This is an optimization exercise on Yosys and OpenROAD, whose aim is a short achievable clock period and few clock cycles, not a production implementation. Function was checked by simulation only, so behaviour that the tests miss may differ from the original. Power is estimated from default activity; no workload was simulated.

==> yarrow <==
Design processor, start of the top module:
module processor (
    input  logic                            clock,
    input  logic                            rst,
    output logic [isaPkg::wordWidth-1:0]    address_imem,
    input  logic [isaPkg::wordWidth-1:0]    q_imem,
    output logic [isaPkg::wordWidth-1:0]    address_dmem,
    output logic [isaPkg::wordWidth-1:0]    data,
    output logic                            wren,
    input  logic [isaPkg::wordWidth-1:0]    q_dmem,
    output logic                            ctrl_writeEnable,
    output logic [isaPkg::regAddrWidth-1:0] ctrl_writeReg,
    output logic [isaPkg::regAddrWidth-1:0] ctrl_readRegA,
    output logic [isaPkg::regAddrWidth-1:0] ctrl_readRegB,
    output logic [isaPkg::wordWidth-1:0]    data_writeReg,
    input  logic [isaPkg::wordWidth-1:0]    data_readRegA,
    input  logic [isaPkg::wordWidth-1:0]    data_readRegB
);
    logic [31:0] pc1, ras;
    logic [31:0] fImm;
    logic [4:0]  fReadA, fReadB, fDest;
    logic        fUsesA, fUsesB, fImmB, fWrites, fIsLoad, fIsStore;
    logic        fIsBne, fIsBlt, fIsJump, fIsJal, fIsJr, fPredTaken;
    logic [5:0]  fAluSel;
    logic        redirect;
    logic [9:0]  redirectLo;
    logic [21:0] redirectHi;
    logic [7:0]  redirectD, redirectDP1;
    logic        redirectC;
    instrDecoder uDecode (
        .instr(q_imem), .readA(fReadA), .readB(fReadB), .usesA(fUsesA), .usesB(fUsesB),
        .immB(fImmB), .dest(fDest), .writes(fWrites), .isLoad(fIsLoad), .isStore(fIsStore),
        .isBne(fIsBne), .isBlt(fIsBlt), .isJump(fIsJump), .isJal(fIsJal), .isJr(fIsJr),
        .aluSel(fAluSel)
    );
    logic [9:0]  pcLo;
    logic [21:0] pcHi, pcTrueHi, pcTrueHi1;
    logic [7:0]  pcD, pcDP1;
    logic        pcC;
    assign address_imem = {pcHi, pcLo};
    ownedAdd uTrueHi  (.a(pcHi), .d(pcD),   .cin(pcC), .sum(pcTrueHi));
    ownedAdd uTrueHi1 (.a(pcHi), .d(pcDP1), .cin(pcC), .sum(pcTrueHi1));
    logic [9:0]  lo1, tgtLo;
    logic        c1, cTgt;
    logic [7:0]  fImmD, fImmDP1;            
    logic        cImmD;
    addCarry #(.W(10)) uLo1   (.a(pcLo), .b(10'd0),       .cin(1'b1), .sum(lo1),   .cout(c1));
    addCarry #(.W(10)) uTgtLo (.a(pcLo), .b(q_imem[9:0]), .cin(1'b1), .sum(tgtLo), .cout(cTgt));
    assign fImmD = {q_imem[16], q_imem[16:10]};
  ...
export LEC_CHECK = 0
export CAP_MARGIN = 20
export CORE_MARGIN = 2
export CORE_UTILIZATION = 40
export SETUP_SLACK_MARGIN = 3.0
export SLEW_MARGIN = 20
export SYNTH_HIERARCHICAL = 1
create_clock -name core_clock -period 5.5 [get_ports {clock}]
standard.sh (not shown) runs the stock make flow with config.mk's settings and CLKGATE_MAP_FILE= SYNTH_SCRIPT=/design/flow/synth_recipe.tcl, a recipe that flattens the netlist after the stock synthesis.
==> flow/flow/run.sh <==
#!/bin/bash
# The standard layout (standard.sh: the standard flow's synthesis and ORFS steps, unchanged),
# with one difference: the buffers ORFS puts on every input and output port are
# plain sky130_fd_sc_hd__buf_4 cells instead of the delay-buffer cell buffer_ports
# would pick by itself. All of make's output goes to flow_make.log here.
set -euo pipefail
export BUFFER_PORTS_ARGS="-buffer_cell sky130_fd_sc_hd__buf_4"
bash standard.sh > flow_make.log 2>&1
==> inputs of willow, as changes to yarrow <==
--- a/flow/design.v
+++ b/flow/design.v
@@ -201,14 +201,13 @@
     addCarry #(.W(8))  uImmD  (.a(fImmD), .b(8'd0), .cin(1'b1), .sum(fImmDP1), .cout(cImmD));
     assign fImm = {{15{q_imem[16]}}, q_imem[16:0]};
     assign pc1  = {c1 ? pcTrueHi1 : pcTrueHi, lo1};
     logic [7:0]  bhtValid, bhtTaken;
     logic        fBltGuess;
     assign fBltGuess  = bhtValid[pcLo[2:0]] ? bhtTaken[pcLo[2:0]] : q_imem[16];
-    logic [7:0]  exitNext;
-    assign fPredTaken = (fIsBne && !exitNext[pcLo[2:0]]) || (fIsBlt && fBltGuess);
+    assign fPredTaken = fIsBne || (fIsBlt && fBltGuess);
     logic [9:0]  fNextLo;
     logic [21:0] fNextHi;
     logic [7:0]  fNextD, fNextDP1;
     logic        fNextC;
     always_comb begin
         fNextD   = 8'd0;
@@ -222,36 +221,30 @@
             fNextD  = fImmD;         fNextDP1 = fImmDP1;
         end else begin
             fNextLo = lo1;           fNextHi = pcTrueHi;               fNextC = c1;
         end
     end
     always_ff @(posedge clock) begin
-        if (rst) begin
-            pcLo  <= '0;
-            pcHi  <= '0;
-            pcD   <= '0;
-            pcDP1 <= 8'd1;
-            pcC   <= 1'b0;
-            ras   <= '0;
+        if (rst || redirect) begin
+            pcLo  <= rst ? 10'd0 : redirectLo;
+            pcHi  <= rst ? 22'd0 : redirectHi;
+            pcD   <= rst ? 8'd0  : redirectD;
+            pcDP1 <= rst ? 8'd1  : redirectDP1;
+            pcC   <= rst ? 1'b0  : redirectC;
         end else begin
-            if (redirect) begin
-                pcLo  <= redirectLo;
-                pcHi  <= redirectHi;
-                pcD   <= redirectD;
-                pcDP1 <= redirectDP1;
-                pcC   <= redirectC;
-            end else begin
-                pcLo  <= fNextLo;
-                pcHi  <= fNextHi;
-                pcD   <= fNextD;
-                pcDP1 <= fNextDP1;
-                pcC   <= fNextC;
-            end
-            if (fIsJal) ras <= pc1;      
+            pcLo  <= fNextLo;
+            pcHi  <= fNextHi;
+            pcD   <= fNextD;
+            pcDP1 <= fNextDP1;
+            pcC   <= fNextC;
         end
     end
+    always_ff @(posedge clock) begin
+        if (rst)         ras <= '0;
+        else if (fIsJal) ras <= pc1;     
+    end
     logic        xBubble, xLive;
     logic        xWrites, xIsLoad, xIsStore, xIsBne, xIsBlt, xIsJr, xPredTaken;
     logic        xIsAdd, xSub, xUseK, xIsJal;
     logic [4:0]  xDest, xShamt, xPortA, xPortB;
     logic [2:0]  xBhtIdx;
     logic [3:0]  xLogicSel;
@@ -303,12 +296,15 @@
     assign opB = xUseK ? xK : (xSub ? ~data_readRegB : data_readRegB);
     alu uAlu (
         .opA(opA), .opB(opB), .sub(xSub), .logicSel(xLogicSel), .shamt(xShamt),
         .sumLo(sumLo), .carry16(carry16), .sumHi0(sumHi0), .sumHi1(sumHi1),
         .logicResult(logicResult)
     );
+    logic [31:0] addr;
+    logic        cAddr;
+    addCarry #(.W(32)) uAddr (.a(data_readRegA), .b(xK), .cin(1'b0), .sum(addr), .cout(cAddr));
     logic ne, lt, neJr, brMiss, jrMiss, bltMiss, mBltMiss, xGo;
     notEqual uNe   (.a(data_readRegA), .b(data_readRegB), .ne(ne));
     notEqual uNeJr (.a(data_readRegB), .b({xAltHi, xAltLo}), .ne(neJr));
     lessThan uLt   (.a(data_readRegB), .b(data_readRegA), .lt(lt));
     assign xGo     = xLive && !mBltMiss;     
     assign brMiss  = xIsBne && !ne;
@@ -335,76 +331,68 @@
     end
     logic        mWrites, mIsLoad, mIsStore, mIsAdd;
     logic [4:0]  mDest;
     logic [31:0] mLog, mStore;
     logic [15:0] mLo, mHi0, mHi1;
     logic        mC16;
+    logic [31:0] mAddr;
     logic        mSelLo, mSelHi0, mSelHi1, mSelLog;   
     logic [9:0]  mAltLo;
     logic [21:0] mAltHi;
     logic [7:0]  mAltD, mAltDP1;
     logic        mAltC;
-    logic        mBltDone, mBltTaken, mBneDone, mBneEnding;
+    logic        mBltDone, mBltTaken;
     logic [2:0]  mBhtIdx;
     always_ff @(posedge clock) begin
         if (rst) begin
             mWrites  <= 1'b0;
             mIsLoad  <= 1'b0;
             mIsStore <= 1'b0;
             mBltMiss <= 1'b0;
             mBltDone <= 1'b0;
-            mBneDone <= 1'b0;
         end else begin
             mWrites  <= xGo && xWrites;
             mIsLoad  <= xGo && xIsLoad;
             mIsStore <= xGo && xIsStore;
             mBltMiss <= xGo && bltMiss;
             mBltDone <= xGo && xIsBlt;
-            mBneDone <= xGo && xIsBne;
         end
     end
     always_ff @(posedge clock) begin
         mDest   <= xDest;
         mIsAdd  <= xIsAdd;
         mLo     <= sumLo;
         mHi0    <= sumHi0;
         mHi1    <= sumHi1;
         mC16    <= carry16;
+        mAddr   <= addr;
         mSelLo  <= !xIsLoad &&  xIsAdd;
         mSelHi0 <= !xIsLoad &&  xIsAdd && !carry16;
         mSelHi1 <= !xIsLoad &&  xIsAdd &&  carry16;
         mSelLog <= !xIsLoad && !xIsAdd;
         mLog    <= logicResult | ({32{xIsJal}} & xK);    
         mStore  <= data_readRegB;
         mAltLo  <= xAltLo;
         mAltHi  <= xAltHi;
         mAltD   <= xAltD;
         mAltDP1 <= xAltDP1;
         mAltC   <= xAltC;
         mBltTaken <= lt;
-        mBneEnding <= ne && xPortA == 5'd0 && data_readRegB == 32'd1;
         mBhtIdx   <= xBhtIdx;
     end
     always_ff @(posedge clock) begin
         if (rst) begin
             bhtValid <= '0;
         end else if (mBltDone) begin
             bhtValid[mBhtIdx] <= 1'b1;
         end
     end
     always_ff @(posedge clock) begin
         if (mBltDone) bhtTaken[mBhtIdx] <= mBltTaken;
     end
-    always_ff @(posedge clock) begin
-        if (rst) begin
-            exitNext <= '0;
-        end else if (mBneDone) begin
-            exitNext[mBhtIdx] <= mBneEnding;
-        end
-    end
-    assign address_dmem     = {mC16 ? mHi1 : mHi0, mLo};
+    assign address_dmem     = mAddr;
     assign data             = mStore;
     assign wren             = mIsStore;
     assign ctrl_writeEnable = mWrites;
     assign ctrl_writeReg    = mDest;
     assign data_writeReg    = ({32{mIsLoad}} & q_dmem)
                             | {({16{mSelHi0}} & mHi0) | ({16{mSelHi1}} & mHi1), {16{mSelLo}} & mLo}
==> flow/run.sh (new file) <==
#!/bin/bash
# synth_recipe.tcl (not shown) runs the flow's synth.tcl, then flattens the netlist and writes it again
# the make line also repeats each setting of config.mk as NAME=value (left out here)
make -C /OpenROAD-flow-scripts/flow DESIGN_CONFIG=/design/flow/config.mk WORK_HOME=/design/flow/orfs CLKGATE_MAP_FILE= SYNTH_SCRIPT=/design/flow/synth_recipe.tcl finish
removed: flow/flow/run.sh
removed: flow/standard.sh
==> inputs of harbor, as changes to yarrow <==
--- a/flow/design.v
+++ b/flow/design.v
@@ -117,12 +117,36 @@
     logic        c8, cP1, cM1;
     addCarry #(.W(8))  uLo  (.a(a[7:0]),  .b(d),         .cin(cin),  .sum(sum[7:0]), .cout(c8));
     addCarry #(.W(14)) uInc (.a(a[21:8]), .b(14'd0),     .cin(1'b1), .sum(hiP1),     .cout(cP1));
     addCarry #(.W(14)) uDec (.a(a[21:8]), .b(14'h3fff),  .cin(1'b0), .sum(hiM1),     .cout(cM1));
     assign sum[21:8] = (c8 == d[7]) ? a[21:8] : (c8 ? hiP1 : hiM1);
 endmodule
+module nandGate2 (
+    input  logic a,
+    input  logic b,
+    output logic y
+);
+    assign y = ~(a & b);
+endmodule
+module nandGate3 (
+    input  logic a,
+    input  logic b,
+    input  logic c,
+    output logic y
+);
+    assign y = ~(a & b & c);
+endmodule
+module nandGate4 (
+    input  logic a,
+    input  logic b,
+    input  logic c,
+    input  logic d,
+    output logic y
+);
+    assign y = ~(a & b & c & d);
+endmodule
 module notEqual (
     input  logic [31:0] a,
     input  logic [31:0] b,
     output logic        ne
 );
     assign ne = |(a ^ b);
@@ -313,15 +337,15 @@
     assign xGo     = xLive && !mBltMiss;     
     assign brMiss  = xIsBne && !ne;
     assign jrMiss  = xIsJr && neJr;
     assign bltMiss = xIsBlt && (lt != xPredTaken);
     logic kBneT, kBneN, kJr;
     always_ff @(posedge clock) begin
-        kBneT <= !rst && !redirect && !(xGo && bltMiss) && fIsBne &&  fPredTaken;
-        kBneN <= !rst && !redirect && !(xGo && bltMiss) && fIsBne && !fPredTaken;
-        kJr   <= !rst && !redirect && !(xGo && bltMiss) && fIsJr;
+        kBneT <= !rst && !redirect && fIsBne &&  fPredTaken;
+        kBneN <= !rst && !redirect && fIsBne && !fPredTaken;
+        kJr   <= !rst && !redirect && fIsJr;
     end
     assign redirect    = mBltMiss || (kBneT && !ne) || (kBneN && ne) || (kJr && neJr);
     always_comb begin
         if (mBltMiss) begin
             redirectLo = mAltLo;  redirectHi = mAltHi;  redirectC = mAltC;
             redirectD  = mAltD;   redirectDP1 = mAltDP1;
@@ -398,16 +422,37 @@
         if (rst) begin
             exitNext <= '0;
         end else if (mBneDone) begin
             exitNext[mBhtIdx] <= mBneEnding;
         end
     end
-    assign address_dmem     = {mC16 ? mHi1 : mHi0, mLo};
+    logic mAddrHi1, mAddrHi0;
+    always_ff @(posedge clock) begin
+        mAddrHi1 <=  carry16;
+        mAddrHi0 <= !carry16;
+    end
+    assign address_dmem[15:0] = mLo;
+    for (genvar i = 0; i < 16; i++) begin : ad
+        logic n0, n1;
+        nandGate2 uA (.a(mHi0[i]), .b(mAddrHi0), .y(n0));
+        nandGate2 uB (.a(mHi1[i]), .b(mAddrHi1), .y(n1));
+        nandGate2 uY (.a(n0), .b(n1), .y(address_dmem[16+i]));
+    end
     assign data             = mStore;
     assign wren             = mIsStore;
     assign ctrl_writeEnable = mWrites;
     assign ctrl_writeReg    = mDest;
-    assign data_writeReg    = ({32{mIsLoad}} & q_dmem)
-                            | {({16{mSelHi0}} & mHi0) | ({16{mSelHi1}} & mHi1), {16{mSelLo}} & mLo}
-                            | ({32{mSelLog}} & mLog);
+    for (genvar i = 0; i < 32; i++) begin : wb
+        logic nq, nl, n0, n1;
+        nandGate2 uQ (.a(q_dmem[i]), .b(mIsLoad), .y(nq));
+        nandGate2 uL (.a(mLog[i]),   .b(mSelLog), .y(nl));
+        if (i < 16) begin : lo
+            nandGate2 uA (.a(mLo[i]), .b(mSelLo), .y(n0));
+            nandGate3 uY (.a(nq), .b(nl), .c(n0), .y(data_writeReg[i]));
+        end else begin : hi
+            nandGate2 uA (.a(mHi0[i-16]), .b(mSelHi0), .y(n0));
+            nandGate2 uB (.a(mHi1[i-16]), .b(mSelHi1), .y(n1));
+            nandGate4 uY (.a(nq), .b(nl), .c(n0), .d(n1), .y(data_writeReg[i]));
+        end
+    end
 endmodule
 `default_nettype wire
==> results.txt <==
                                                                      willow          harbor            yarrow
FF+latch count                                                            427             408               407
Clock-pin transition on the worst setup and hold timing paths         0.07 ns         0.06 ns           0.06 ns
DIE HEIGHT                                                             280 um          272 um            272 um
Slew of the pin with the lowest slew margin                           1.01 ns         1.20 ns           1.02 ns
Share of post-route cells with drive strength above 1                   36.1%           33.1%             37.0%
Period minus WS final                                                 3.02 ns         2.79 ns           2.85 ns
Total routed wirelength                                             130000 um       115000 um         119000 um
Placeable core region                                               75600 um2       71400 um2         71400 um2
Total power draw                                                      14.2 mW         10.7 mW           11.3 mW
Met2 usage in global routing                                            50.1%           48.6%             47.6%
Final core utilization                                                  57.8%           54.7%             57.1%
End point of the critical path                                        pcLo[6]         ras[22]  data_writeReg[2]
Area taken by multi-input logic gates                               24800 um2       22700 um2         23200 um2
Taps Inserted                                                             978             950               950
Status                                                         finished clean  finished clean    finished clean
Total power divided by cell area                                   325 nW/um2      275 nW/um2        277 nW/um2
HPWL Detailed                                                        86900 um        78700 um          80500 um
Number of DRC violations after detailed-routing iteration 0              3148            2660              2757
Testbench counts of yarrow, summed over its fixed seeds: cycles 12,410.
Testbench counts of willow, summed over its fixed seeds: cycles 12,558.
Testbench counts of harbor, summed over its fixed seeds: cycles 12,410.

-- separate check: timing with driven ports --
The results above use ideal ports. As a check the final layouts listed here were re-extracted and re-timed, cells and wires unchanged. Step 1 assumes that a clkbuf_16 drives the clock port and a buf_2 every other input. Step 2 moves the port delays by t, midway between the first and last clock arrival at a register: inputs arrive t later, outputs are due t later. That takes back most of the time a late clock gives input paths. Three values: ideal ports, drivers, drivers and shift; two values: the first two.
run | t, ns | slack for setup (ns) | worst setup path after step 2 | worst data-port slew with drivers (ns) | pins driven straight from the clock port
yarrow | 0.657 | 2.649 / 2.612 / 2.053 | input to register | 0.16 | 1
willow | 0.683 | 2.483 / 2.523 / 1.840 | input to register | 0.13 | 1
harbor | 0.659 | 2.707 / 2.707 / 2.123 | input to register | 0.09 | 1
After both steps every run listed still meets setup and hold. The setup slack of willow, which loses most, moves by +0.040 ns with the drivers and by -0.643 ns with both steps.
